Source: an optimization exercise on an open RTL-to-GDS flow (aim: small area, a short achievable clock period and few clock cycles). Production flows keep margins and buffers that such runs may drop. At most, simulation tests tie the RTL to the original design; equivalence was not proved. For runs 3 to 6, only the layout was checked, not whether the RTL still works. Power figures rest on the tool's default switching activity, not on a simulated workload.

==> flow/design.v <==
package cab_bus_pkg;
  typedef logic [15:0] addr_t;
  typedef logic [31:0] data_t;
  typedef logic [15:0] half_t;
  typedef union packed {
    struct packed {
      logic [13:0] offset;
      logic        rsvd;
      logic        wr;
    } hdr;
    half_t data;
  } sreq_word_u;
  typedef enum logic [1:0] {
    send_addr,
    send_wdata_lo,
    send_wdata_hi
  } send_state_t;
endpackage
package cab_map_pkg;
  localparam int CAB_WINDOW = 4096;
  localparam int HDR_OFS_LSB = 2;
  localparam int DEFAULT_TIMEOUT = 250000;
endpackage
`timescale 1ns/1ns
module cab_bridge #(
  parameter int O_DEPTH = 6,        
  parameter int SLOTS = 1,          
  parameter int TIMEOUT_CYCLES = 64
) (
  input  logic        clk,
  input  logic        rst_n,
  input  logic [31:0] maddr,
  input  logic [63:0] mwdata,
  input  logic [1:0]  mwr,
  input  logic [1:0]  mreq,
  output logic [1:0]  mrdy,
  output logic [1:0]  mdn,
  output logic [63:0] mrdata,
  input  logic [1:0]  srdy,
  input  logic [1:0]  sack,
  input  logic [31:0] sackdata,
  output logic [1:0]  sreq,
  output logic [31:0] sreqdata
);
  localparam int OC = $clog2(O_DEPTH + 1);
  localparam int CNT_W = $clog2(TIMEOUT_CYCLES + 1);
  logic          cur_m;             
  logic [1:0]    hv;                
  logic [1:0]    hw;                
  logic [9:0]    hofs [2];          
  logic [1:0]    p1, p2;            
  logic [1:0]    cs;                
  logic          wbv;               
  logic [31:0]   wbuf;
  logic [1:0]    o_mem [O_DEPTH];   
  logic [OC-1:0] o_cnt;
  logic [OC-1:0] wd_cnt [2];        
  logic [1:0]    rd_out [2];        
  logic [1:0]    rcnt [2];          
  logic [1:0]    r_wp, r_rp;        
  logic [1:0]    hsel;              
  logic [31:0]   rmem [2][SLOTS];
  logic [CNT_W-1:0] t_cnt;
  logic          ans;               
  logic [SLOTS-1:0] sel [2];        
  logic [1:0]    ok_q;              
  logic [1:0]    lst_q;             
  logic [1:0]    okw_q;             
  logic [1:0]    okwo_q;            
  logic [1:0]    lstw_q;            
  logic [1:0]  l_map, l_sl;         
  logic [1:0]  okr, okw;            
  logic [1:0]  rdy_l;
  logic [1:0]  l_acc;               
  logic        m1;
  logic        a_wr;
  logic [9:0]  a_ofs;
  logic [31:0] a_wd;
  logic [1:0]  push;
  logic        o_push;
  logic        w_push;
  logic        acc;
  logic [1:0]  xfer;
  logic [1:0]  lastw;
  for (genvar s = 0; s < 2; s++) begin : g_ok
    assign okr[s] = ok_q[s] || (srdy[s] && lst_q[s]);
    assign okw[s] = okw_q[s] || (srdy[1-s] && okwo_q[s]) || (srdy[s] && lstw_q[s]);
  end
  for (genvar m = 0; m < 2; m++) begin : g_lane
    assign l_map[m] = maddr[m*16 + 13 +: 3] == 3'b000;
    assign l_sl[m] = maddr[m*16 + 12];
    assign rdy_l[m] = l_sl[m] ? (mwr[m] ? okw[1] : okr[1]) : (mwr[m] ? okw[0] : okr[0]);
    assign l_acc[m] = mreq[m] && rdy_l[m] && l_map[m];
  end
  assign mrdy = rdy_l;
  assign acc = (mreq[0] && rdy_l[0]) || (mreq[1] && rdy_l[1]);
  assign push[0] = (l_acc[0] && !l_sl[0]) || (l_acc[1] && !l_sl[1]);
  assign push[1] = (l_acc[0] && l_sl[0]) || (l_acc[1] && l_sl[1]);
  assign o_push = l_acc[0] || l_acc[1];
  assign w_push = (l_acc[0] && mwr[0]) || (l_acc[1] && mwr[1]);
  assign m1 = mreq[1];
  assign a_wr = m1 ? mwr[1] : mwr[0];
  assign a_ofs = m1 ? maddr[27:18] : maddr[11:2];
  assign a_wd = m1 ? mwdata[63:32] : mwdata[31:0];
  for (genvar s = 0; s < 2; s++) begin : g_x
    assign xfer[s] = srdy[s] && cs[s];
    assign lastw[s] = !hw[s] || p2[s];
  end
  logic          hd_s, hd_w;        
  logic          nh_s, nh_w;        
  logic [OC-1:0] o_base, o_inc;     
  logic          o_left;            
  logic          o_full_nx;
  logic          h_wait;
  logic          t_hit_nx;
  logic [1:0]    hv_nx, hw_nx, p1_nx, p2_nx, cs_nx;
  logic [1:0]    wpop, rpop, rtake;
  logic [1:0]    rd_sent, wr_sent, rpush;
  logic [OC-1:0] wd_nx [2];
  logic [1:0]    wd_nz_nx;
  logic [1:0]    rd_out_nx [2];
  logic [1:0]    rd_nz_nx;
  logic [1:0]    rd_room_nx;
  logic [1:0]    rcnt_nx [2];
  logic [1:0]    rc_nz_nx;
  logic [1:0]    r_rp_nx;
  logic [1:0]    nh_rd;             
  logic          h_wait_nx;
  logic          ans_nx;
  logic          wbv_nx;
  assign {hd_s, hd_w} = o_mem[0];
  assign {nh_s, nh_w} = ans ? o_mem[1] : o_mem[0];
  assign o_base = ans ? o_cnt - 1'b1 : o_cnt;
  assign o_inc = ans ? o_cnt : o_cnt + 1'b1;
  assign o_left = o_base != '0;
  assign o_full_nx = o_push ? (o_inc == OC'(O_DEPTH)) : (o_base == OC'(O_DEPTH));
  for (genvar s = 0; s < 2; s++) begin : g_nx
    logic [OC-1:0] wd_base, wd_inc;
    logic [1:0]    rd_base, rd_inc, rc_base, rc_inc;
    assign nh_rd[s] = o_left && !nh_w && nh_s == s[0];
    assign rd_sent[s] = xfer[s] && !hw[s];
    assign wr_sent[s] = xfer[s] && p2[s];
    assign rpush[s] = sack[s] && hsel[s];
    assign wpop[s] = ans && hd_w && hd_s == s[0];
    assign rpop[s] = ans && !hd_w && hd_s == s[0];
    assign rtake[s] = rpop[s] && rcnt[s] != 2'd0;
    assign wd_base = wpop[s] ? wd_cnt[s] - 1'b1 : wd_cnt[s];
    assign wd_inc = wpop[s] ? wd_cnt[s] : wd_cnt[s] + 1'b1;
    assign wd_nx[s] = wr_sent[s] ? wd_inc : wd_base;
    assign wd_nz_nx[s] = wr_sent[s] || wd_base != '0;
    assign rd_base = rpop[s] ? rd_out[s] - 1'b1 : rd_out[s];
    assign rd_inc = rpop[s] ? rd_out[s] : rd_out[s] + 1'b1;
    assign rd_out_nx[s] = rd_sent[s] ? rd_inc : rd_base;
    assign rd_nz_nx[s] = rd_sent[s] || rd_base != '0;
    assign rd_room_nx[s] = rd_sent[s] ?
        (rd_inc < 2'(SLOTS) || (rd_inc == 2'(SLOTS) && nh_rd[s])) :
        (rd_base < 2'(SLOTS) || (rd_base == 2'(SLOTS) && nh_rd[s]));
    assign rc_base = rtake[s] ? rcnt[s] - 1'b1 : rcnt[s];
    assign rc_inc = rtake[s] ? rcnt[s] : rcnt[s] + 1'b1;
    assign rcnt_nx[s] = rpush[s] ? rc_inc : rc_base;
    assign rc_nz_nx[s] = rpush[s] || rc_base != '0;
    assign r_rp_nx[s] = (SLOTS > 1) && (r_rp[s] ^ rtake[s]);
    assign hv_nx[s] = push[s] || (hv[s] && !(xfer[s] && lastw[s]));
    assign hw_nx[s] = push[s] ? a_wr : hw[s];
    assign p1_nx[s] = push[s] ? 1'b0 : xfer[s] ? (hw[s] && !p1[s] && !p2[s]) : p1[s];
    assign p2_nx[s] = push[s] ? 1'b0 : xfer[s] ? p1[s] : p2[s];
    assign cs_nx[s] = hv_nx[s] && (hw_nx[s] || rd_room_nx[s]);
  end
  assign h_wait = o_cnt != '0 && !hd_w && rd_out[hd_s] != '0 && rcnt[hd_s] == '0;
  assign t_hit_nx = h_wait && !ans && t_cnt == CNT_W'(TIMEOUT_CYCLES - 2);
  assign h_wait_nx = o_left && !nh_w && rd_nz_nx[nh_s] && !rc_nz_nx[nh_s];
  assign ans_nx = o_left && (nh_w ? wd_nz_nx[nh_s] : (rc_nz_nx[nh_s] || (t_hit_nx && h_wait_nx)));
  assign wbv_nx = w_push || (wbv && !wr_sent[0] && !wr_sent[1]);
  always_ff @(posedge clk or negedge rst_n) begin
    if (!rst_n) begin
      cur_m <= 1'b0;
      hv <= '0;
      p1 <= '0;
      p2 <= '0;
      cs <= '0;
      wbv <= 1'b0;
      o_cnt <= '0;
      t_cnt <= '0;
      ans <= 1'b0;
      mdn <= '0;
      r_wp <= '0;
      r_rp <= '0;
      hsel <= '0;
      ok_q <= '0;
      lst_q <= '0;
      okw_q <= '0;
      okwo_q <= '0;
      lstw_q <= '0;
      for (int s = 0; s < 2; s++) begin
        wd_cnt[s] <= '0;
        rd_out[s] <= '0;
        rcnt[s] <= '0;
        sel[s] <= '0;
      end
    end else begin
      if (acc) cur_m <= m1;
      hv <= hv_nx;
      p1 <= p1_nx;
      p2 <= p2_nx;
      cs <= cs_nx;
      wbv <= wbv_nx;
      o_cnt <= o_push ? o_inc : o_base;
      t_cnt <= (h_wait && !ans) ? t_cnt + 1'b1 : '0;
      ans <= ans_nx;
      mdn <= ans_nx ? (cur_m ? 2'b10 : 2'b01) : 2'b00;
      r_rp <= r_rp_nx;
      for (int s = 0; s < 2; s++) begin
        wd_cnt[s] <= wd_nx[s];
        rd_out[s] <= rd_out_nx[s];
        rcnt[s] <= rcnt_nx[s];
        if (sack[s]) hsel[s] <= !hsel[s];
        if (rpush[s] && SLOTS > 1) r_wp[s] <= !r_wp[s];
        for (int k = 0; k < SLOTS; k++) begin
          sel[s][k] <= nh_rd[s] && rc_nz_nx[s] && r_rp_nx[s] == k[0];
        end
        ok_q[s] <= !hv_nx[s] && !o_full_nx;
        lst_q[s] <= cs_nx[s] && (!hw_nx[s] || p2_nx[s]) && !o_full_nx;
        okw_q[s] <= !hv_nx[s] && !o_full_nx && !wbv_nx;
        okwo_q[s] <= !hv_nx[s] && !o_full_nx && cs_nx[1-s] && p2_nx[1-s];
        lstw_q[s] <= cs_nx[s] && (!hw_nx[s] || p2_nx[s]) && !o_full_nx && (!wbv_nx || hw_nx[s]);
      end
    end
  end
  always_ff @(posedge clk) begin
    for (int i = 0; i < O_DEPTH; i++) begin
      if (o_push && OC'(i) == o_base) begin
        o_mem[i] <= {push[1], a_wr};
      end else if (ans && i < O_DEPTH - 1) begin
        o_mem[i] <= o_mem[i + 1];
      end
    end
  end
  always_ff @(posedge clk) begin
    for (int s = 0; s < 2; s++) begin
      if (push[s]) begin
        hw[s] <= a_wr;
        hofs[s] <= a_ofs;
      end
      if (sack[s] && !hsel[s]) rmem[s][SLOTS > 1 ? r_wp[s] : 1'b0][15:0] <= sackdata[s*16 +: 16];
      if (sack[s] && hsel[s]) rmem[s][SLOTS > 1 ? r_wp[s] : 1'b0][31:16] <= sackdata[s*16 +: 16];
    end
    if (w_push) wbuf <= a_wd;
  end
  for (genvar s = 0; s < 2; s++) begin : g_out
    assign sreq[s] = srdy[s] && cs[s];
    assign sreqdata[s*16 +: 16] = p1[s] ? wbuf[15:0] :
                                  p2[s] ? wbuf[31:16] : {4'b0, hofs[s], 1'b0, hw[s]};
  end
  logic [31:0] rd;
  always_comb begin
    rd = '0;
    for (int s = 0; s < 2; s++)
      for (int k = 0; k < SLOTS; k++)
        rd = rd | ({32{sel[s][k]}} & rmem[s][k]);
  end
  assign mrdata = {rd, rd};
endmodule
`timescale 1ns/1ns
module cab_bridge_top (
  input  logic        clk,
  input  logic        rst_n,
  input  logic [31:0] maddr,
  input  logic [63:0] mwdata,
  input  logic [1:0]  mwr,
  input  logic [1:0]  mreq,
  output logic [1:0]  mrdy,
  output logic [1:0]  mdn,
  output logic [63:0] mrdata,
  input  logic [1:0]  srdy,
  input  logic [1:0]  sack,
  input  logic [31:0] sackdata,
  output logic [1:0]  sreq,
  output logic [31:0] sreqdata
);
  cab_bridge u_bridge (.*);
endmodule
==> flow/flow/run.sh <==
#!/bin/bash
# standard layout, with plain buffers on the ports instead of the delay cells
# buffer_ports picks, and a clock tree without dummy loads
set -euo pipefail
bash standard.sh "BUFFER_PORTS_ARGS=-buffer_cell sky130_fd_sc_hd__buf_2" \
  "CTS_ARGS=-sink_clustering_enable -repair_clock_nets -dont_use_dummy_load -sink_clustering_size 30 -buf_list sky130_fd_sc_hd__clkbuf_8 -root_buf sky130_fd_sc_hd__clkbuf_16" \
  finish > standard.log 2>&1
==> flow/standard.sh <==
#!/bin/bash
# synth_recipe.tcl (not shown) runs the flow's synth.tcl, then flattens the netlist and writes it again
# the make line also repeats each setting of config.mk as NAME=value (left out here)
make -C /OpenROAD-flow-scripts/flow DESIGN_CONFIG=/design/flow/config.mk WORK_HOME=/design/flow/orfs CLKGATE_MAP_FILE= SYNTH_SCRIPT=/design/flow/synth_recipe.tcl "${@:-finish}"
==> flow/config.mk <==
export PLATFORM = sky130hd
export DESIGN_NAME = cab_bridge_top
export DESIGN_NICKNAME = cab_bridge_top
export VERILOG_FILES = /design/flow/design.v
export SDC_FILE = /design/flow/constraint.sdc
export NUM_CORES = 4
export LEC_CHECK = 0
export CAP_MARGIN = 20
export CORE_MARGIN = 2
export CORE_UTILIZATION = 65
export SETUP_SLACK_MARGIN = 3
export SLEW_MARGIN = 20
==> flow/constraint.sdc <==
create_clock -name core_clock -period 7.0 [get_ports {clk}]
set_input_delay 1.4000 -clock core_clock [delete_from_list [all_inputs] [get_ports {clk}]]
set_output_delay 1.4000 -clock core_clock [all_outputs]
set_load 0.01 [all_outputs]
==> results.sh, run 1 <==
export IMPL_outcome="timing/DRC/antenna clean"
export IMPL_cts_htree_levels=4
export IMPL_grt_remaining_overflow=0
export IMPL_ys_types=65
export IMPL_die_x_um=119.9
export IMPL_fin_cells=1064
export IMPL_synth_most_common_cell="edfxtp_1"
export IMPL_synth_xor_area_frac=0.02809
export IMPL_hpwl_um=14010
export IMPL_drtAntennaViolNets=0
export IMPL_core_sq_mm=0.01319
export IMPL_clock_path_buffers=2
export IMPL_synth_common_cells="126 x edfxtp_1, 60 x mux2_2, 56 x nand2_1"
export IMPL_synth_top_area_cell="edfxtp_1"
export IMPL_clkLatencyLatePin_ns=0.37
export IMPL_drv_slew=0
export IMPL_slew_headroom=0.2744
export IMPL_synth_fa_ha_area_frac=0.01577
export IMPL_worstRegToRegCells=7
export IMPL_peakVddDrop_mv=0.2617
export IMPL_synthArstFlopShare=0.2818
export IMPL_worstPathRequired_ns=5.60
export IMPL_rsz0062_at_grt="false"
export IMPL_crit_arrival_ns=2.54
export IMPL_worstMarginPinSlew_ns=1.088
export IMPL_antenna_found_initial=0
export IMPL_start_util=0.6618
export IMPL_dr_wl_met3_um=993
export IMPL_cts_tree="yes"
export IMPL_holdPathStages=1
export IMPL_grt_pass1_vias=6260
export IMPL_synth_mux_area_frac=0.1106
export IMPL_multi_input_area_sq_mm=0.003151
export IMPL_yosys_warnings=11
export IMPL_crit_path_max_fanout=6
export IMPL_netlist_area_leader_share=0.4334
export IMPL_regArea_sq_mm=0.005140
export IMPL_synth_edff_count=126
export IMPL_synth_area_sq_mm=0.008730
export IMPL_via_per_inst=5.789
export IMPL_dr_pass1_iters=5
export IMPL_finalHoldViolations=0
export IMPL_avgSynthCellArea_sq_um=12.56
export IMPL_area_growth_synth_to_final_pct=15.39
export IMPL_drt_iter0_markers=351
export IMPL_grt_max_degree=52
export IMPL_layout_drive_gt1_share=0.3795
export IMPL_max_freq_mhz=253.7
export IMPL_syn_nets=844
export IMPL_critical_path_startpoint_type="primary input"
export IMPL_num_vias=6159
export IMPL_die_area_sq_mm=0.01437
export IMPL_critPathKind="in2out"
export IMPL_synth_ff_latch_count=181
export IMPL_io_buffers=235
export IMPL_min_period_ns=3.941
export IMPL_cp_end_kind="primary output"
export IMPL_fin_nets=1039
export IMPL_routed_wl_um=19400
export IMPL_syn_inst=695
export IMPL_top_layer="met4"
export IMPL_fillers=881
export IMPL_grt_pass1_wl_um=30420
export IMPL_synth_compound_area_frac=0.1055
export IMPL_grtUsageTotal=0.2742
export IMPL_dp_cells=1046
export IMPL_n_antenna_cell=0
export IMPL_period_share=0.5630
export IMPL_synth_top_family_by_area="multiplexers"
export IMPL_pwr_density_cell_mw_per_mm2=362.1
export IMPL_route_detailed_drc=0
export IMPL_setup_viol=0
export IMPL_rows=42
export IMPL_gp_congestion=0.8362
export IMPL_yosys_area_share_simple=0.09847
export IMPL_wl_met1_um=7564
export IMPL_hold_path_class="reg2reg"
export IMPL_path_clk_slew_ns=0.08
export IMPL_root_buffer="clkbuf_16"
export IMPL_synth_area_top_cells="edfxtp_1 43%, dfrtp_1 15%, mux2_2 7.7%"
export IMPL_skew_ns=0.01649
export IMPL_post_cts_setup_buffers=0
export IMPL_met2_wirelength_um=10440
export IMPL_io_pins=240
export IMPL_clock_sinks=181
export IMPL_wl_per_cell_um=18.24
export IMPL_synth_seq_area_share=0.5888
export IMPL_power_leakage_nw=4.244
export IMPL_finalSetupTns_ns=0
export IMPL_die_h_um=119.9
export IMPL_numCtsBuffers=17
export IMPL_dominantRegCellSynth="edfxtp_1"
export IMPL_max_cap_violations=0
## registers in the layout, summed over array words and instances (netlist names), 2 cells and up
signal,count
u_bridge.lst_q,2
u_bridge.hofs,20
u_bridge.okw_q,2
u_bridge.rcnt,4
u_bridge.hv,2
u_bridge.okwo_q,2
u_bridge.sel,2
u_bridge.t_cnt,7
u_bridge.o_mem,12
u_bridge.p2,2
u_bridge.lstw_q,2
u_bridge.wbuf,32
u_bridge.mdn,2
u_bridge.o_cnt,3
u_bridge.hsel,2
u_bridge.rd_out,4
u_bridge.hw,2
u_bridge.rmem,64
u_bridge.cs,2
u_bridge.ok_q,2
u_bridge.p1,2
u_bridge.wd_cnt,6
## per-layer routing
metal / track usage / vias to the layer above
met3: 0.04800 / 29
met2: 0.4964 / 235
li1: - / 2917
met4: 0.1015 / 0
met1: 0.3279 / 2978
met5: 0 / -
## critical path, cell delays in order
cell and delay (ns):
buf_2 0.15, a221oi_2 0.35, mux2i_1 0.16, mux2_2 0.33
buf_2 0.15
## power by group
part | internal, mW | total (mW) | switching, mW
sequential | 1.41 | 1.68 | 0.273
combinational | 0.647 | 1.43 | 0.785
clock | 0.230 | 0.535 | 0.305
total | 2.28 | 3.65 | 1.36
## layout make-up
cell class / instances / area share
Clock buffer: 17 / 0.02434
Inverter: 25 / 0.009316
Timing Repair Buffer: 240 / 0.1215
Multi-Input combinational cell: 425 / 0.3128
Sequential cell: 181 / 0.5102
Tap cell: 176 / 0.02186
## logic make-up after synthesis
kind of cell / count (synthesis)
flip-flops: 181
AND/OR/NAND/NOR: 168
AO/OA/AOI/OAI: 129
buffers and inverters: 89
multiplexers: 89
XOR/XNOR: 28
adder cells (fa/ha/maj): 11
## metrics by stage
step	hold WS, ns	util	power [mW]	cell area [sq um]	setup WS (ns)
global placement	0.4165	0.7422	3.042	9789	2.242
detailed placement	0.4234	0.7422	3.117	9789	2.102
finish	0.4324	0.7637	3.648	10070	3.059
floorplan	0.4032	-	2.684	8730	3.462
global route	0.4508	0.7637	3.891	10070	2.969
CTS	0.4344	0.7611	3.646	10040	3.012
## worst paths after layout
kind	from	endpoint	slack [ns]
max	srdy[1]	mrdy[1]	3.06
min	u_bridge.cur_m	u_bridge.mdn[0]	0.43
max reg2reg	u_bridge.ans	u_bridge.lst_q[1]	3.87
min reg2reg	u_bridge.cur_m	u_bridge.mdn[0]	0.43
max in group asynchronous	rst_n	u_bridge.lstw_q[0]	5.41
min in group asynchronous	rst_n	u_bridge.hsel[0]	1.14
## layout by cell type, fill, tap and decap left out, types with 16 or more instances in the layout
master,synthesis,routed
clkbuf_8,0,16
mux2_2,60,60
inv_1,25,25
nand2_1,56,56
xnor2_1,20,20
a22o_1,36,36
dfrtp_1,51,51
buf_2,5,234
nor2_1,35,35
mux2i_1,29,29
o21ai_0,35,35
edfxtp_1,126,126
## what timing repair did
item | 4_1_cts | 5_1_grt
hold buffers | 0 | 0
endpoints found under the setup margin | 15 | 9
resized for setup | 3 | 3
Testbench counts, summed over its fixed seeds: cycles 35,874.
==> inputs of run 2 (changes only) <==
--- a/flow/config.mk
+++ b/flow/config.mk
@@ -8,5 +8,5 @@
 export CAP_MARGIN = 20
 export CORE_MARGIN = 2
 export CORE_UTILIZATION = 65
-export SETUP_SLACK_MARGIN = 3
+export SETUP_SLACK_MARGIN = 3.5
 export SLEW_MARGIN = 20
==> results.sh, run 2 <==
export IMPL_outcome="timing/DRC/antenna clean"
export IMPL_gp_congestion=0.8626
export IMPL_crit_path_max_fanout=4
export IMPL_io_buffers=235
export IMPL_yosys_warnings=11
export IMPL_synth_top_area_cell="edfxtp_1"
export IMPL_fin_cells=1071
export IMPL_synth_most_common_cell="edfxtp_1"
export IMPL_setup_viol=0
export IMPL_rsz0062_at_grt="true"
export IMPL_grt_pass1_wl_um=30390
export IMPL_critPathKind="in2out"
export IMPL_finalHoldViolations=0
export IMPL_grtUsageTotal=0.2778
export IMPL_max_freq_mhz=265.6
export IMPL_drtAntennaViolNets=0
export IMPL_critical_path_startpoint_type="primary input"
export IMPL_synthArstFlopShare=0.2818
export IMPL_synth_ff_latch_count=181
export IMPL_skew_ns=0.02067
export IMPL_grt_pass1_vias=6221
export IMPL_routed_wl_um=19460
export IMPL_root_buffer="clkbuf_16"
export IMPL_clock_sinks=181
export IMPL_die_area_sq_mm=0.01437
export IMPL_hold_slack_ns=0.4825
export IMPL_min_period_ns=3.765
export IMPL_io_pins=240
export IMPL_worstReg2RegStart="u_bridge.ans"
export IMPL_syn_nets=844
export IMPL_syn_inst=695
export IMPL_clock_path_buffers=2
export IMPL_cts_tree="yes"
export IMPL_rows=42
export IMPL_dp_cells=1045
export IMPL_largest_reg_flops=64
export IMPL_clkLatencyLatePin_ns=0.38
export IMPL_numCtsBuffers=17
export IMPL_drt_iter0_markers=412
export IMPL_worstRegToRegCells=7
export IMPL_cp_end_kind="primary output"
export IMPL_start_util=0.6618
export IMPL_holdPathStages=1
export IMPL_die_h_um=119.9
export IMPL_power_leakage_nw=4.296
export IMPL_finalSetupTns_ns=0
export IMPL_hold_path_class="reg2reg"
export IMPL_pwr_density_cell_mw_per_mm2=360.4
export IMPL_cts_htree_levels=4
export IMPL_num_vias=6288
export IMPL_crit_start="srdy[1]"
export IMPL_fin_nets=1046
export IMPL_ys_types=65
export IMPL_layout_drive_gt1_share=0.3933
export IMPL_busiest_layer="met2"
export IMPL_area_growth_synth_to_final_pct=17.11
export IMPL_use_met3=0.05703
export IMPL_antenna_found_initial=0
export IMPL_wl_per_cell_um=18.17
export IMPL_dr_pass1_iters=5
export IMPL_synth_common_cells="126 x edfxtp_1, 60 x mux2_2, 56 x nand2_1"
export IMPL_core_sq_mm=0.01319
export IMPL_avgSynthCellArea_sq_um=12.56
export IMPL_grt_max_degree=52
export IMPL_worstMarginPinSlew_ns=1.096
export IMPL_peakVddDrop_mv=0.3459
export IMPL_synth_edff_count=126
export IMPL_grt_use_met2=0.4729
export IMPL_mostFrequentLayoutCells="231 x buf_2, 126 x edfxtp_1, 59 x mux2_2"
export IMPL_slew_headroom=0.2697
export IMPL_worstPathRequired_ns=5.60
export IMPL_netlist_area_leader_share=0.4334
export IMPL_path_clk_slew_ns=0.08
export IMPL_via_per_inst=5.871
export IMPL_hold_start="u_bridge.cur_m"
export IMPL_n_antenna_cell=0
export IMPL_synth_area_top_cells="edfxtp_1 43%, dfrtp_1 15%, mux2_2 7.7%"
export IMPL_crit_arrival_ns=2.37
export IMPL_ctsHoldBuffers=0
export IMPL_period_share=0.5379
export IMPL_hpwl_um=13670
export IMPL_die_x_um=119.9
export IMPL_fillers=837
export IMPL_synth_area_sq_mm=0.008730
export IMPL_route_detailed_drc=0
export IMPL_r2r_slack_ns=3.83
export IMPL_drv_slew=0
export IMPL_grt_remaining_overflow=0
export IMPL_dominantRegCellSynth="edfxtp_1"
export IMPL_grt_use_met1=0.3407
export IMPL_max_cap_violations=0
export IMPL_synth_seq_area_share=0.5888
export IMPL_mostFrequentLayoutCell="buf_2"
run 2: cell counts after synthesis:
Identical to the previous run, type by type.
run 2: per-stage QoR:
step | total power [mW] | setup WS [ns] | cell area (sq um) | util
after floorplan | 2.690 | 3.551 | 8747 | -
after global placement | 3.054 | 2.255 | 9799 | 0.7429
after detailed placement | 3.128 | 2.005 | 9799 | 0.7429
after CTS | 3.688 | 3.249 | 10190 | 0.7727
after global routing | 3.913 | 3.208 | 10220 | 0.7751
final | 3.684 | 3.235 | 10220 | 0.7751
run 2: metal layers:
layer,vias up,share of wire
li1,2921,-
met2,293,0.51
met3,56,0.068
met5,-,0
met4,0,0.032
met1,3018,0.39
run 2: critical path, cell delays in order:
cell and delay [ns]:
buf_12 0.11, a221oi_4 0.30, mux2i_1 0.14, mux2_4 0.29, buf_6 0.12
run 2: where the power goes:
| part | total [mW] | internal, mW | switching, mW |
|---|---|---|---|
| sequential | 1.70 | 1.41 | 0.289 |
| combinational | 1.45 | 0.663 | 0.791 |
| clock | 0.534 | 0.230 | 0.304 |
run 2: repair_timing:
action                                  4_1_cts  5_1_grt
endpoints found under the setup margin       93       32
endpoints found under the hold margin         0        0
resized for setup                            18        8
gates cloned                                  1        0
pin swaps                                     3        2
setup buffers                                 7        1
run 2: final timing paths:
check | end
max | mrdy[1]
min in group asynchronous | u_bridge.hsel[0]
max reg2reg | u_bridge.lst_q[1]
min | u_bridge.mdn[0]
max in group asynchronous | u_bridge.p2[0]
min reg2reg | u_bridge.mdn[0]
run 2: layout make-up:
| type | count | area (sq um) | area share |
|---|---|---|---|
| clock buffers | 17 | 245.2 | 0.02399 |
| inverters | 25 | 93.84 | 0.009179 |
| flip-flops and latches | 181 | 5144 | 0.5031 |
| multi-input cells | 426 | 3228 | 0.3157 |
| repair buffers | 246 | 1292 | 0.1264 |
| well taps | 176 | 220.2 | 0.02154 |
run 2: logic make-up after synthesis:
kind of cell	count (synthesis)	share of synthesized area
flip-flops	181	0.5888
AND/OR/NAND/NOR	168	0.09847
AO/OA/AOI/OAI	129	0.1055
buffers and inverters	89	0.05274
multiplexers	89	0.1106
XOR/XNOR	28	0.02809
adder cells (fa/ha/maj)	11	0.01577
==> inputs of run 3 (changes only) <==
--- a/flow/design.v
+++ b/flow/design.v
@@ -25,6 +25,8 @@
 module cab_bridge #(
   parameter int O_DEPTH = 6,        
   parameter int SLOTS = 1,          
+  parameter int POPR = 0,           
+  parameter int POPW = 0,           
   parameter int TIMEOUT_CYCLES = 64
 ) (
   input  logic        clk,
@@ -83,8 +85,8 @@
   logic [1:0]  xfer;
   logic [1:0]  lastw;
   for (genvar s = 0; s < 2; s++) begin : g_ok
-    assign okr[s] = ok_q[s] || (srdy[s] && lst_q[s]);
-    assign okw[s] = okw_q[s] || (srdy[1-s] && okwo_q[s]) || (srdy[s] && lstw_q[s]);
+    assign okr[s] = ok_q[s] || (POPR && srdy[s] && lst_q[s]);
+    assign okw[s] = okw_q[s] || (POPW && ((srdy[1-s] && okwo_q[s]) || (srdy[s] && lstw_q[s])));
   end
   for (genvar m = 0; m < 2; m++) begin : g_lane
     assign l_map[m] = maddr[m*16 + 13 +: 3] == 3'b000;
==> results.sh, run 3 <==
export IMPL_synth_seq_area_share=0.5886
export IMPL_grt_remaining_overflow=0
export IMPL_clock_sinks=175
export IMPL_numCtsBuffers=17
export IMPL_finalHoldViolations=0
export IMPL_multi_input_area_sq_mm=0.003063
export IMPL_yosys_warnings=11
export IMPL_synth_edff_count=126
export IMPL_antenna_found_initial=0
export IMPL_root_buffer="clkbuf_16"
export IMPL_skew_ns=0.02185
export IMPL_switching_share=0.3830
export IMPL_hold_path_class="reg2reg"
export IMPL_path_clk_slew_ns=0.07
export IMPL_route_detailed_drc=0
export IMPL_outcome="timing/DRC/antenna clean"
export IMPL_gp_congestion=0.8387
export IMPL_drt_iter0_markers=538
export IMPL_synth_mux_area_frac=0.1108
export IMPL_synthArstFlopShare=0.2571
export IMPL_via_per_inst=5.787
export IMPL_io_pins=240
export IMPL_drtAntennaViolNets=0
export IMPL_synth_common_cells="126 x edfxtp_1, 64 x nand2_1, 57 x mux2_2"
export IMPL_grt_pass1_vias=6236
export IMPL_netlist_area_leader_share=0.4463
export IMPL_timing_critical_path_cells="buf_8 > mux4_2 > buf_6"
export IMPL_n_antenna_cell=0
export IMPL_peakVddDrop_mv=0.1823
export IMPL_ys_types=65
export IMPL_slowest_delay_ns=0.53
export IMPL_critical_path_startpoint_type="primary input"
export IMPL_place_area_sq_mm=0.009529
export IMPL_area_growth_synth_to_final_pct=16.32
export IMPL_grtUsageTotal=0.2853
export IMPL_critPathKind="in2out"
export IMPL_pwr_density_cell_mw_per_mm2=369.5
export IMPL_synth_area_sq_mm=0.008477
export IMPL_die_area_sq_mm=0.01397
export IMPL_dominantRegCellSynth="edfxtp_1"
export IMPL_crit_arrival_ns=2.15
export IMPL_synth_ff_latch_count=175
export IMPL_pwr_share_seq=0.459
export IMPL_mostFrequentLayoutCell="buf_2"
export IMPL_start_util=0.6690
export IMPL_mostFrequentLayoutCells="230 x buf_2, 126 x edfxtp_1, 64 x nand2_1"
export IMPL_max_cap_violations=0
export IMPL_intPower_mw=2.248
export IMPL_switchingPower_mw=1.396
export IMPL_stdcell_area_sq_mm=0.009861
export IMPL_synth_fa_ha_area_frac=0.01624
export IMPL_max_freq_mhz=281.5
export IMPL_syn_nets=821
export IMPL_min_period_ns=3.552
export IMPL_power_leakage_nw=4.118
export IMPL_io_buffers=235
export IMPL_slew_headroom=0.2910
export IMPL_core_sq_mm=0.01267
export IMPL_setup_viol=0
export IMPL_period_share=0.5075
export IMPL_wl_per_cell_um=18.83
export IMPL_synth_top_family_by_area="multiplexers"
export IMPL_finalSetupTns_ns=0
export IMPL_clock_path_buffers=2
export IMPL_synth_top_area_cell="edfxtp_1"
export IMPL_dr_pass1_iters=4
export IMPL_cts_htree_levels=4
export IMPL_fillers=822
export IMPL_worstMarginPinSlew_ns=1.064
export IMPL_die_x_um=118.2
export IMPL_synth_most_common_cell="edfxtp_1"
export IMPL_synth_area_top_cells="edfxtp_1 45%, dfrtp_1 13%, mux2_2 7.6%"
export IMPL_cts_tree="yes"
export IMPL_p_comb_frac=0.396
export IMPL_rsz0062_at_grt="true"
export IMPL_largest_reg_flops=64
export IMPL_hpwl_um=14180
export IMPL_die_h_um=118.2
export IMPL_yosys_area_share_simple=0.09638
export IMPL_fin_nets=1021
export IMPL_critPathTopFamily="multiplexers"
export IMPL_layout_drive_gt1_share=0.3793
export IMPL_routed_wl_um=19630
export IMPL_pwr_share_clk=0.146
export IMPL_clkLatencyLatePin_ns=0.37
export IMPL_regArea_sq_mm=0.004991
export IMPL_avgSynthCellArea_sq_um=12.61
export IMPL_synth_compound_area_frac=0.1060
export IMPL_cp_end_kind="primary output"
export IMPL_grt_pass1_wl_um=31080
export IMPL_crit_path_max_fanout=2
export IMPL_rows=41
export IMPL_crit_buf_inv=2
export IMPL_synth_xor_area_frac=0.02996
export IMPL_syn_inst=672
export IMPL_ctsHoldBuffers=0
export IMPL_num_vias=6030
export IMPL_grt_max_degree=46
export IMPL_critPathSlowestCell="mux4_2"
export IMPL_worstPathRequired_ns=5.60
export IMPL_drv_slew=0
[run 3: cell count changes in the layout (fill, tap and decap cells not counted), moves of 3 or more]
cell       delta
nand2_1       +9
mux2_2        -3
nor2_1        -8
a2111oi_0     +3
a22oi_1       -3
dfrtp_1       -4
o21ai_0       +3
mux2i_1       -3
inv_1         -4
and3_1        -3
or2_2         -5
[run 3: worst register-to-register path, cell delays in order, from the launching register on]
cell       delay, ns
dfrtp_1         0.51
inv_1           0.19
ha_1            0.42
nand3_1         0.13
o211ai_1        0.61
o21ai_0         0.15
a2111oi_0       0.47
o2bb2ai_1       0.13
[run 3: cells by family after synthesis]
family          count (synthesis)
flops                         175
simple gates                  162
compound gates                128
mux                            85
buf+inv                        82
xor+xnor                       29
fa+ha+maj                      11
[run 3: layout make-up]
| class | instances | area share |
|---|---|---|
| tap | 172 | 0.02182 |
| sequential | 175 | 0.5062 |
| clock buffer | 17 | 0.02487 |
| inverter | 19 | 0.007233 |
| multi-input combinational | 415 | 0.3106 |
| timing repair buffer | 244 | 0.1293 |
[run 3: power by group through the flow]
stage / logic [mW] / registers (mW) / clock network (mW)
floorplan: 1.15 / 1.49 / 0
global placement: 1.35 / 1.66 / 0
detailed placement: 1.42 / 1.68 / 0
CTS: 1.44 / 1.66 / 0.542
global route: 1.58 / 1.71 / 0.578
finish: 1.44 / 1.67 / 0.530
[run 3: path summary, 6_finish.rpt]
kind / startpoint / endpoint / slack [ns] / cells after the start
min in group asynchronous: rst_n / u_bridge.t_cnt[4] / 1.02 / 1
max in group asynchronous: rst_n / u_bridge.p1[0] / 5.56 / 1
hold / removal: u_bridge.hsel[1] / u_bridge.hsel[1] / 0.50 / 1
hold reg to reg: u_bridge.hsel[1] / u_bridge.hsel[1] / 0.50 / 1
setup / recovery: mwr[1] / mrdy[1] / 3.45 / 3
setup reg to reg: u_bridge.o_cnt[0] / u_bridge.cs[0] / 4.25 / 7
[run 3: per-layer routing]
layer / global-route usage / routed length [um]
met1: 0.3301 / 7641
met2: 0.5271 / 10490
met3: 0.06033 / 1180
met4: 0.08961 / 319
met5: 0 / 0
[run 3: what timing repair did]
item | CTS | global route
endpoints found under the setup margin | 24 | 6
buffers inserted | 4 | 1
gates resized for setup | 12 | 2
endpoints found under the hold margin | 0 | 0
pin swaps | 1 | 1
[run 3: per-stage QoR]
stage                     setup slack (ns)  utilization  hold WS (ns)  power [mW]  cells
after global routing                 3.441       0.7782        0.5144       3.860   1042
after global placement               2.813       0.7520        0.4786       3.016   1020
final                                3.448       0.7782        0.4968       3.643   1042
after detailed placement             2.741       0.7520        0.4880       3.101   1020
after CTS                            3.449       0.7769        0.4965       3.649   1041
after floorplan                      3.642            -        0.4263       2.637    672
==> inputs of run 4 (changes only) <==
--- a/flow/config.mk
+++ b/flow/config.mk
@@ -8,5 +8,5 @@
 export CAP_MARGIN = 20
 export CORE_MARGIN = 2
 export CORE_UTILIZATION = 65
-export SETUP_SLACK_MARGIN = 3.5
+export SETUP_SLACK_MARGIN = 4
 export SLEW_MARGIN = 20
==> results.sh, run 4 <==
export IMPL_synth_seq_area_share=0.5886
export IMPL_outcome="timing/DRC/antenna clean"
export IMPL_pwr_share_clk=0.139
export IMPL_fillers=763
export IMPL_timing_rr_end="u_bridge.cs[0]"
export IMPL_area_growth_synth_to_final_pct=21.59
export IMPL_pwr_density_cell_mw_per_mm2=366.8
export IMPL_dr_pass1_iters=5
export IMPL_avgSynthCellArea_sq_um=12.61
export IMPL_worstRegToRegCells=7
export IMPL_pre_cts_ws_ns=2.734
export IMPL_n_antenna_cell=0
export IMPL_switching_share=0.3851
export IMPL_holdPathStages=1
export IMPL_drv_slew=0
export IMPL_hold_start="u_bridge.hsel[1]"
export IMPL_crit_start="mwr[1]"
export IMPL_fin_util=0.8135
export IMPL_cts_htree_levels=4
export IMPL_mostFrequentLayoutCell="buf_2"
export IMPL_finalHoldViolations=0
export IMPL_hold_path_class="reg2reg"
export IMPL_critPathKind="in2out"
export IMPL_die_area_sq_mm=0.01397
export IMPL_core_sq_mm=0.01267
export IMPL_crit_buf_inv=2
export IMPL_mostFrequentLayoutCells="227 x buf_2, 126 x edfxtp_1, 62 x nand2_1"
export IMPL_ys_types=65
export IMPL_skew_ns=0.01460
export IMPL_critPathTopFamily="multiplexers"
export IMPL_min_period_ns=3.556
export IMPL_syn_nets=821
export IMPL_gp_congestion=0.8418
export IMPL_slew_headroom=0.2634
export IMPL_p_comb_frac=0.419
export IMPL_wl_per_cell_um=19.51
export IMPL_synthArstFlopShare=0.2571
export IMPL_io_buffers=235
export IMPL_grt_pass1_vias=6323
export IMPL_grtUsageTotal=0.2860
export IMPL_die_h_um=118.2
export IMPL_worstPathRequired_ns=5.60
export IMPL_clkLatencyLatePin_ns=0.38
export IMPL_dominantRegCellSynth="edfxtp_1"
export IMPL_worstReg2RegStart="u_bridge.o_cnt[0]"
export IMPL_drtAntennaViolNets=0
export IMPL_synth_area_top_cells="edfxtp_1 45%, dfrtp_1 13%, mux2_2 7.6%"
export IMPL_r2r_slack_ns=4.24
export IMPL_cts_tree="yes"
export IMPL_layout_drive_gt1_share=0.4226
export IMPL_hpwl_um=13720
export IMPL_period_share=0.5079
export IMPL_crit_arrival_ns=2.16
export IMPL_timing_critical_path_cells="buf_8 > mux4_2 > buf_6"
export IMPL_largest_reg_flops=64
export IMPL_yosys_warnings=11
export IMPL_clock_path_buffers=2
export IMPL_clock_sinks=175
export IMPL_grt_pass1_wl_um=31230
export IMPL_antenna_found_initial=0
export IMPL_netlist_area_leader_share=0.4463
export IMPL_num_vias=6313
export IMPL_rows=41
export IMPL_crit_path_max_fanout=2
export IMPL_rsz0062_at_grt="true"
export IMPL_peakVddDrop_mv=0.2001
export IMPL_synth_edff_count=126
export IMPL_routed_wl_um=20760
export IMPL_max_freq_mhz=281.3
export IMPL_power_mw=3.781
export IMPL_intPower_mw=2.325
export IMPL_root_buffer="clkbuf_16"
export IMPL_grt_max_degree=46
export IMPL_setup_ws_ns=3.444
export IMPL_hold_slack_ns=0.5017
export IMPL_synth_top_area_cell="edfxtp_1"
export IMPL_via_per_inst=5.933
export IMPL_io_pins=240
export IMPL_power_leakage_nw=4.309
export IMPL_pwr_share_seq=0.441
export IMPL_ctsHoldBuffers=0
export IMPL_worstMarginPinSlew_ns=1.097
export IMPL_multi_input_area_sq_mm=0.003279
export IMPL_path_clk_slew_ns=0.07
export IMPL_setup_viol=0
export IMPL_synth_area_sq_mm=0.008477
export IMPL_synth_common_cells="126 x edfxtp_1, 64 x nand2_1, 57 x mux2_2"
export IMPL_slowest_delay_ns=0.53
export IMPL_regArea_sq_mm=0.005012
export IMPL_route_detailed_drc=0
export IMPL_cp_end_kind="primary output"
export IMPL_max_cap_violations=0
export IMPL_die_x_um=118.2
export IMPL_numCtsBuffers=17
export IMPL_holdPathEnd="u_bridge.hsel[1]"
export IMPL_finalSetupTns_ns=0
export IMPL_critical_path_startpoint_type="primary input"
export IMPL_fin_nets=1043
export IMPL_grt_remaining_overflow=0
export IMPL_syn_inst=672
export IMPL_critPathSlowestCell="mux4_2"
export IMPL_synth_most_common_cell="edfxtp_1"
export IMPL_drt_iter0_markers=464
export IMPL_switchingPower_mw=1.456
export IMPL_synth_ff_latch_count=175
export IMPL_start_util=0.6690
## run 4: cell counts after synthesis
No cell type changed its count.
## run 4: layout make-up
class / count / area share
Clock buffer: 17 / 0.02379
Inverter: 19 / 0.007405
Multi-Input combinational cell: 418 / 0.3182
Sequential cell: 175 / 0.4863
Tap cell: 172 / 0.02088
Timing Repair Buffer: 263 / 0.1435
## run 4: worst max path at each step
stage                endpoint  slack (ns)  cells past startpoint
6_report              mrdy[1]        3.44                      3
5_1_grt               mrdy[1]        3.44                      3
4_1_cts               mrdy[1]        3.46                      3
3_5_place_dp   u_bridge.cs[1]        2.73                      6
2_1_floorplan         mrdy[1]        3.67                      1
3_3_place_gp   u_bridge.cs[1]        2.80                      6
## run 4: cells by family (layout without fill, tap and decap cells)
kind of cell | count (synthesis) | count (layout) | synth area share
multiplexers | 85 | 85 | 0.1108
AND/OR/NAND/NOR | 162 | 162 | 0.09639
flip-flops | 175 | 175 | 0.5886
AO/OA/AOI/OAI | 128 | 131 | 0.1060
buffers and inverters | 82 | 299 | 0.05196
adder cells (fa/ha/maj) | 11 | 11 | 0.01624
XOR/XNOR | 29 | 29 | 0.02996
## run 4: power by group through the flow
stage	registers [mW]	clock network (mW)	logic [mW]
detailed placement	1.68	0	1.45
global route	1.70	0.582	1.73
global placement	1.67	0	1.39
finish	1.67	0.527	1.59
CTS	1.67	0.536	1.48
floorplan	1.49	0	1.18
## run 4: what timing repair did
item                                    CTS  global route
endpoints found under the setup margin  190           134
pin swaps                                 3             2
gates cloned                              0             3
resized for setup                        39            19
buffers inserted                          8            18
endpoints found under the hold margin     0             0
## run 4: layer usage
| metal | vias to the layer above | global-route usage | routed length (um) |
|---|---|---|---|
| met5 | - | 0 | 0 |
| met4 | 0 | 0.1069 | 561 |
| met3 | 44 | 0.06902 | 1489 |
| met2 | 316 | 0.5022 | 10760 |
| met1 | 3041 | 0.3414 | 7951 |
| li1 | 2912 | - | - |
## run 4: metrics by stage
stage	cell area, sq um	instances
final	10310	1064
after global routing	10310	1064
after CTS	10040	1043
after detailed placement	9618	1018
after global placement	9618	1018
after floorplan	8587	672
==> inputs of run 5 (changes only) <==
--- a/flow/design.v
+++ b/flow/design.v
@@ -27,6 +27,7 @@
   parameter int SLOTS = 1,          
   parameter int POPR = 0,           
   parameter int POPW = 0,           
+  parameter int RBLK = 0,           
   parameter int TIMEOUT_CYCLES = 64
 ) (
   input  logic        clk,
@@ -85,7 +86,7 @@
   logic [1:0]  xfer;
   logic [1:0]  lastw;
   for (genvar s = 0; s < 2; s++) begin : g_ok
-    assign okr[s] = ok_q[s] || (POPR && srdy[s] && lst_q[s]);
+    assign okr[s] = RBLK ? okw[s] : ok_q[s] || (POPR && srdy[s] && lst_q[s]);
     assign okw[s] = okw_q[s] || (POPW && ((srdy[1-s] && okwo_q[s]) || (srdy[s] && lstw_q[s])));
   end
   for (genvar m = 0; m < 2; m++) begin : g_lane
@@ -101,9 +102,9 @@
   assign o_push = l_acc[0] || l_acc[1];
   assign w_push = (l_acc[0] && mwr[0]) || (l_acc[1] && mwr[1]);
   assign m1 = mreq[1];
-  assign a_wr = m1 ? mwr[1] : mwr[0];
-  assign a_ofs = m1 ? maddr[27:18] : maddr[11:2];
-  assign a_wd = m1 ? mwdata[63:32] : mwdata[31:0];
+  assign a_wr = (mreq[0] && mwr[0]) || (mreq[1] && mwr[1]);
+  assign a_ofs = ({10{mreq[0]}} & maddr[11:2]) | ({10{mreq[1]}} & maddr[27:18]);
+  assign a_wd = ({32{mreq[0]}} & mwdata[31:0]) | ({32{mreq[1]}} & mwdata[63:32]);
   for (genvar s = 0; s < 2; s++) begin : g_x
     assign xfer[s] = srdy[s] && cs[s];
     assign lastw[s] = !hw[s] || p2[s];
@@ -159,7 +160,7 @@
         (rd_base < 2'(SLOTS) || (rd_base == 2'(SLOTS) && nh_rd[s]));
     assign rc_base = rtake[s] ? rcnt[s] - 1'b1 : rcnt[s];
     assign rc_inc = rtake[s] ? rcnt[s] : rcnt[s] + 1'b1;
-    assign rcnt_nx[s] = rpush[s] ? rc_inc : rc_base;
+    assign rcnt_nx[s] = (SLOTS > 1) ? (rpush[s] ? rc_inc : rc_base) : {1'b0, rpush[s] || rc_base[0]};
     assign rc_nz_nx[s] = rpush[s] || rc_base != '0;
     assign r_rp_nx[s] = (SLOTS > 1) && (r_rp[s] ^ rtake[s]);
     assign hv_nx[s] = push[s] || (hv[s] && !(xfer[s] && lastw[s]));
--- a/flow/config.mk
+++ b/flow/config.mk
@@ -8,5 +8,5 @@
 export CAP_MARGIN = 20
 export CORE_MARGIN = 2
 export CORE_UTILIZATION = 65
-export SETUP_SLACK_MARGIN = 4
+export SETUP_SLACK_MARGIN = 3.5
 export SLEW_MARGIN = 20
==> results.sh, run 5 <==
export IMPL_outcome="timing/DRC/antenna clean"
export IMPL_yosys_warnings=11
export IMPL_multi_input_area_sq_mm=0.002794
export IMPL_slew_headroom=0.3009
export IMPL_grtUsageTotal=0.2771
export IMPL_die_h_um=115.9
export IMPL_dominantRegCellSynth="edfxtp_1"
export IMPL_area_growth_synth_to_final_pct=17.28
export IMPL_layout_drive_gt1_share=0.3571
export IMPL_grt_pass1_vias=5670
export IMPL_antenna_found_initial=1
export IMPL_grt_pass1_wl_um=28010
export IMPL_wl_per_cell_um=18.52
export IMPL_cp_end_kind="primary output"
export IMPL_worstReg2RegStart="u_bridge.ans"
export IMPL_synth_area_sq_mm=0.008139
export IMPL_fin_nets=992
export IMPL_clock_path_buffers=2
export IMPL_finalSetupTns_ns=0
export IMPL_worstMarginPinSlew_ns=1.049
export IMPL_crit_path_max_fanout=2
export IMPL_clkLatencyLatePin_ns=0.38
export IMPL_mostFrequentLayoutCells="230 x buf_2, 126 x edfxtp_1, 79 x a22o_1"
export IMPL_io_buffers=235
export IMPL_root_buffer="clkbuf_16"
export IMPL_cts_tree="yes"
export IMPL_drv_slew=0
export IMPL_grt_max_degree=46
export IMPL_synth_seq_area_share=0.6069
export IMPL_path_clk_slew_ns=0.07
export IMPL_mostFrequentLayoutCell="buf_2"
export IMPL_top_layer="met4"
export IMPL_synth_top_area_cell="edfxtp_1"
export IMPL_finalHoldViolations=0
export IMPL_wl_met1_um=7215
export IMPL_largest_reg_flops=64
export IMPL_grt_remaining_overflow=0
export IMPL_routed_wl_um=18740
export IMPL_avgSynthCellArea_sq_um=12.62
export IMPL_route_detailed_drc=0
export IMPL_dp_cells=987
export IMPL_rsz0062_at_grt="true"
export IMPL_num_vias=5925
export IMPL_skew_ns=0.02802
export IMPL_via_per_inst=5.855
export IMPL_drt_iter0_markers=412
export IMPL_clock_sinks=173
export IMPL_die_x_um=115.9
export IMPL_hold_start="u_bridge.t_cnt[0]"
export IMPL_dr_wl_met3_um=1445
export IMPL_worstPathRequired_ns=5.60
export IMPL_start_util=0.6720
export IMPL_met2_wirelength_um=9640
export IMPL_netlist_area_leader_share=0.4649
export IMPL_io_pins=240
export IMPL_max_cap_violations=0
export IMPL_syn_nets=792
export IMPL_hold_path_class="reg2reg"
export IMPL_cts_htree_levels=4
export IMPL_synth_edff_count=126
export IMPL_max_freq_mhz=282.4
export IMPL_regArea_sq_mm=0.004943
export IMPL_synth_ff_latch_count=173
export IMPL_setup_viol=0
export IMPL_critical_path_startpoint_type="primary input"
export IMPL_crit_arrival_ns=2.14
export IMPL_pwr_density_cell_mw_per_mm2=352.5
export IMPL_synth_area_top_cells="edfxtp_1 46%, dfrtp_1 13%, a22o_1 8.5%"
export IMPL_critPathKind="in2out"
export IMPL_ctsHoldBuffers=0
export IMPL_gp_congestion=0.9296
export IMPL_period_share=0.5058
export IMPL_syn_inst=645
export IMPL_core_sq_mm=0.01211
export IMPL_fin_cells=1012
export IMPL_drtAntennaViolNets=0
export IMPL_fillers=800
export IMPL_peakVddDrop_mv=0.1677
export IMPL_synth_most_common_cell="edfxtp_1"
export IMPL_min_period_ns=3.541
export IMPL_numCtsBuffers=17
export IMPL_crit_start="mwr[1]"
export IMPL_synth_common_cells="126 x edfxtp_1, 79 x a22o_1, 58 x nand2_1"
export IMPL_rows=40
export IMPL_synthArstFlopShare=0.2486
export IMPL_power_leakage_nw=4.032
export IMPL_dr_pass1_iters=4
export IMPL_ys_types=64
export IMPL_hpwl_um=13310
export IMPL_die_area_sq_mm=0.01343
==> run 5: cell types whose count changed after synthesis, sizes merged, moves of 4 or more <==
cell | before | now
a22o | 36 | 79
mux2 | 58 | 16
nand2 | 64 | 58
xnor2 | 20 | 15
clkbuf | 22 | 26
nand2b | 3 | 7
nand3b | 5 | 1
o31ai | 6 | 2
==> run 5: per-stage QoR <==
step / setup WS [ns] / utilization / instance area (sq um) / total power, mW / hold WS, ns
2_1_floorplan: 3.629 / - / 8145 / 2.426 / 0.4257
5_1_grt: 3.450 / 0.7881 / 9545 / 3.568 / 0.5170
4_1_cts: 3.464 / 0.7843 / 9499 / 3.357 / 0.4980
6_report: 3.459 / 0.7881 / 9545 / 3.365 / 0.4927
3_5_place_dp: 2.874 / 0.7577 / 9178 / 2.818 / 0.4883
3_3_place_gp: 2.951 / 0.7577 / 9178 / 2.762 / 0.4693
==> run 5: logic make-up (layout without fill, tap and decap cells) <==
| kind of cell | Yosys count | after routing | share of synthesized area |
|---|---|---|---|
| AND/OR/NAND/NOR | 154 | 154 | 0.09408 |
| adder cells (fa/ha/maj) | 9 | 9 | 0.01384 |
| flip-flops | 173 | 173 | 0.6069 |
| AO/OA/AOI/OAI | 160 | 160 | 0.1467 |
| buffers and inverters | 81 | 279 | 0.05457 |
| XOR/XNOR | 24 | 24 | 0.02583 |
| other | 0 | 1 | 0 |
| multiplexers | 44 | 44 | 0.05811 |
==> run 5: what timing repair did <==
item / CTS / global route
pin swaps: 1 / 1
cloned: 0 / 0
endpoints found under the setup margin: 5 / 20
buffers inserted: 4 / 3
gates resized for setup: 12 / 7
==> run 5: path summary, 6_finish.rpt <==
path | to | slack (ns) | depth (start not counted)
worst min-delay path | u_bridge.t_cnt[0] | 0.49 | 1
max in group asynchronous | u_bridge.p2[1] | 5.17 | 1
worst max register to register | u_bridge.cs[0] | 4.35 | 5
min in group asynchronous | u_bridge.hsel[0] | 1.17 | 1
worst max-delay path | mrdy[1] | 3.46 | 3
worst min register to register | u_bridge.t_cnt[0] | 0.49 | 1
==> run 5: layout make-up <==
cell class	count	share of cell area
Multi-Input combinational cell	391	0.2927
Tap cell	168	0.02202
Inverter	16	0.006292
Sequential cell	173	0.5179
Timing Repair Buffer	246	0.1351
Clock buffer	17	0.02569
Antenna cell	1	0.0002622
==> run 5: worst max-delay path, cell delays in order <==
cell and delay, ns:
buf_8 0.07, mux4_2 0.52, buf_6 0.14
==> run 5: report_power, final <==
part / internal [mW] / switching, mW
registers: 1.35 / 0.255
logic: 0.559 / 0.684
clock network: 0.229 / 0.290
total: 2.13 / 1.23
==> run 5: layer usage <==
layer	vias up	track usage
met5	-	0
met4	0	0.1119
met3	32	0.06851
met2	300	0.4842
met1	2824	0.3312
li1	2769	-
==> inputs of run 6 (changes only) <==
==> flow/flow/run.sh (replaced) <==
#!/bin/bash
# standard layout, with plain buffers on the ports instead of the delay cells
# buffer_ports picks, and a clock tree without dummy loads
set -euo pipefail
bash standard.sh "BUFFER_PORTS_ARGS=-buffer_cell sky130_fd_sc_hd__buf_1" \
  "CTS_ARGS=-sink_clustering_enable -repair_clock_nets -dont_use_dummy_load -sink_clustering_size 30 -buf_list sky130_fd_sc_hd__clkbuf_8 -root_buf sky130_fd_sc_hd__clkbuf_16" \
  finish > standard.log 2>&1
==> results.sh, run 6 <==
export IMPL_place_area_sq_mm=0.008895
export IMPL_syn_nets=792
export IMPL_drtAntennaViolNets=0
export IMPL_grt_max_degree=46
export IMPL_layout_drive_gt1_share=0.08680
export IMPL_die_x_um=115.9
export IMPL_n_antenna_cell=0
export IMPL_cts_tree="yes"
export IMPL_syn_inst=645
export IMPL_grtUsageTotal=0.2760
export IMPL_cp_num_cells=3
export IMPL_root_buffer="clkbuf_16"
export IMPL_synth_common_cells="126 x edfxtp_1, 79 x a22o_1, 58 x nand2_1"
export IMPL_pre_cts_ws_ns=2.795
export IMPL_area_growth_synth_to_final_pct=13.59
export IMPL_r2r_slack_ns=4.38
export IMPL_ctsHoldBuffers=0
export IMPL_slew_headroom=0.3014
export IMPL_avgSynthCellArea_sq_um=12.62
export IMPL_crit_buf_inv=2
export IMPL_die_area_sq_mm=0.01343
export IMPL_crit_path_end="mrdy[1]"
export IMPL_multi_input_area_sq_mm=0.002794
export IMPL_critPathKind="in2out"
export IMPL_rows=40
export IMPL_mostFrequentLayoutCell="buf_1"
export IMPL_route_detailed_drc=0
export IMPL_antenna_found_initial=0
export IMPL_yosys_warnings=11
export IMPL_die_h_um=115.9
export IMPL_timing_critical_path_cells="buf_8 > mux4_2 > buf_6"
export IMPL_via_per_inst=5.860
export IMPL_critPathTopFamily="multiplexers"
export IMPL_finalHoldViolations=0
export IMPL_gp_congestion=0.9436
export IMPL_worstRegToRegCells=5
export IMPL_cp_end_kind="primary output"
export IMPL_timing_rr_end="u_bridge.cs[0]"
export IMPL_outcome="timing/DRC/antenna clean"
export IMPL_skew_ns=0.02088
export IMPL_crit_arrival_ns=2.15
export IMPL_drv_slew=0
export IMPL_io_buffers=235
export IMPL_synthArstFlopShare=0.2486
export IMPL_finalSetupTns_ns=0
export IMPL_io_pins=240
export IMPL_peakVddDrop_mv=0.1846
export IMPL_synth_seq_area_share=0.6069
export IMPL_core_sq_mm=0.01211
export IMPL_hpwl_um=13280
export IMPL_routed_wl_um=18530
export IMPL_min_period_ns=3.549
export IMPL_regArea_sq_mm=0.004945
export IMPL_cts_htree_levels=4
export IMPL_hold_path_class="reg2reg"
export IMPL_synth_ff_latch_count=173
export IMPL_dr_pass1_iters=4
export IMPL_netlist_area_leader_share=0.4649
export IMPL_drt_iter0_markers=480
export IMPL_synth_area_sq_mm=0.008139
export IMPL_power_leakage_nw=3.300
export IMPL_critPathSlowestCell="mux4_2"
export IMPL_grt_pass1_vias=5764
export IMPL_max_cap_violations=0
export IMPL_synth_top_area_cell="edfxtp_1"
export IMPL_dominantRegCellSynth="edfxtp_1"
export IMPL_synth_edff_count=126
export IMPL_fin_util=0.7633
export IMPL_crit_start="mwr[1]"
export IMPL_grt_pass1_wl_um=27970
export IMPL_wl_per_cell_um=18.37
export IMPL_crit_path_max_fanout=2
export IMPL_numCtsBuffers=17
export IMPL_fin_nets=990
export IMPL_stdcell_area_sq_mm=0.009245
export IMPL_rsz0062_at_grt="true"
export IMPL_pwr_density_cell_mw_per_mm2=358.2
export IMPL_ys_types=64
export IMPL_num_vias=5913
export IMPL_path_clk_slew_ns=0.07
export IMPL_max_freq_mhz=281.7
export IMPL_largest_reg_flops=64
export IMPL_worstMarginPinSlew_ns=1.048
export IMPL_synth_most_common_cell="edfxtp_1"
export IMPL_clock_sinks=173
export IMPL_setup_viol=0
export IMPL_start_util=0.6720
export IMPL_worstPathRequired_ns=5.60
export IMPL_clock_path_buffers=2
export IMPL_fillers=834
export IMPL_power_mw=3.312
export IMPL_mostFrequentLayoutCells="227 x buf_1, 126 x edfxtp_1, 79 x a22o_1"
export IMPL_period_share=0.5071
export IMPL_slowest_delay_ns=0.53
export IMPL_critical_path_startpoint_type="primary input"
export IMPL_setup_ws_ns=3.451
export IMPL_grt_remaining_overflow=0
export IMPL_worstReg2RegStart="u_bridge.ans"
export IMPL_synth_area_top_cells="edfxtp_1 46%, dfrtp_1 13%, a22o_1 8.5%"
export IMPL_clkLatencyLatePin_ns=0.38
export IMPL_hold_start="u_bridge.t_cnt[0]"
==> run 6: cell counts after synthesis <==
No cell type changed its count.
==> run 6: kinds of logic after synthesis <==
family,Yosys count,synth area share
AOI/OAI and AO/OA,160,0.1467
xor gates and xnor gates,24,0.02583
adders and majority gates,9,0.01384
muxes,44,0.05811
buffers and inverters,81,0.05457
and+or+nand+nor,154,0.09408
DFF,173,0.6069
==> run 6: cell type report <==
| type | count | area share |
|---|---|---|
| Sequential cell | 173 | 0.5348 |
| Multi-Input combinational cell | 391 | 0.3022 |
| Timing Repair Buffer | 244 | 0.1072 |
| Clock buffer | 17 | 0.02653 |
| Tap cell | 168 | 0.02274 |
| Inverter | 16 | 0.006496 |
==> run 6: where the power goes <==
part           switching [mW]  internal (mW)  total (mW)  leakage, nW
combinational           0.686          0.495        1.18         1.44
sequential              0.259           1.35        1.61         1.73
clock                   0.296          0.230       0.526        0.127
total                    1.24           2.07        3.31         3.30
==> run 6: worst min-delay path by stage <==
stage,endpoint,slack [ns],cells after the start
2_1_floorplan,u_bridge.mdn[0],0.43,1
3_3_place_gp,u_bridge.hsel[1],0.47,1
3_5_place_dp,u_bridge.hsel[1],0.47,1
4_1_cts,u_bridge.hsel[1],0.49,1
5_1_grt,u_bridge.hsel[1],0.51,1
6_report,u_bridge.t_cnt[0],0.49,1
==> run 6: stage by stage <==
stage	cells	hold slack [ns]
CTS	1007	0.4870
floorplan	645	0.4257
global route	1009	0.5076
finish	1009	0.4862
global placement	988	0.4692
detailed placement	988	0.4738
==> run 6: per-layer routing <==
metal	vias to the layer above	track usage	share of wire
met2	273	0.4741	0.51
li1	2768	-	-
met3	33	0.05962	0.065
met5	-	0	0
met4	0	0.1214	0.024
met1	2839	0.3390	0.40
==> run 6: timing repair <==
action,4_1_cts,5_1_grt
resized for setup,16,10
setup buffers,2,2
setup endpoints to repair,8,25
pin swaps,1,2

## static timing again, ports no longer ideal
How much do the figures lean on ideal ports? The routed layouts below were timed once more, with nothing changed but the port constraints. Step 1 (the two cells are an assumption about what drives the block):
set clk [get_ports {clk}]
set_driving_cell -lib_cell sky130_fd_sc_hd__clkbuf_16 $clk
set_driving_cell -lib_cell sky130_fd_sc_hd__buf_2 [delete_from_list [all_inputs] $clk]
Step 2 adds t to the input delays and takes it off the output delays; t is the mean of the earliest and latest rising clock arrival at the registers after step 1. Input paths then give back, and output paths get back, about the clock's delay inside the block. Three values: no drivers, after step 1, after step 2; two values: the first two.
| run | shift t [ns] | setup WS [ns] | worst hold slack (ns) | pins driven straight from the clock port |
|---|---|---|---|---|
| run 1 | 0.409 | 3.059 / 3.031 / 2.911 | 0.432 / 0.432 / 0.432 | 1 |
| run 2 | 0.412 | 3.235 / 3.186 / 3.059 | 0.483 / 0.483 / 0.483 | 1 |
| run 3 | 0.401 | 3.448 / 3.397 / 3.313 | 0.497 / 0.497 / 0.497 | 1 |
| run 4 | 0.410 | 3.444 / 3.396 / 3.396 | 0.502 / 0.502 / 0.502 | 1 |
| run 5 | 0.405 | 3.459 / 3.403 / 3.238 | 0.493 / 0.493 / 0.493 | 1 |
| run 6 | 0.406 | 3.451 / 3.394 / 3.251 | 0.486 / 0.486 / 0.486 | 1 |
After both steps setup and hold are still met in every run listed. The setup slack of run 5, which loses most, moves by -0.056 ns with the drivers and by -0.221 ns with both steps.
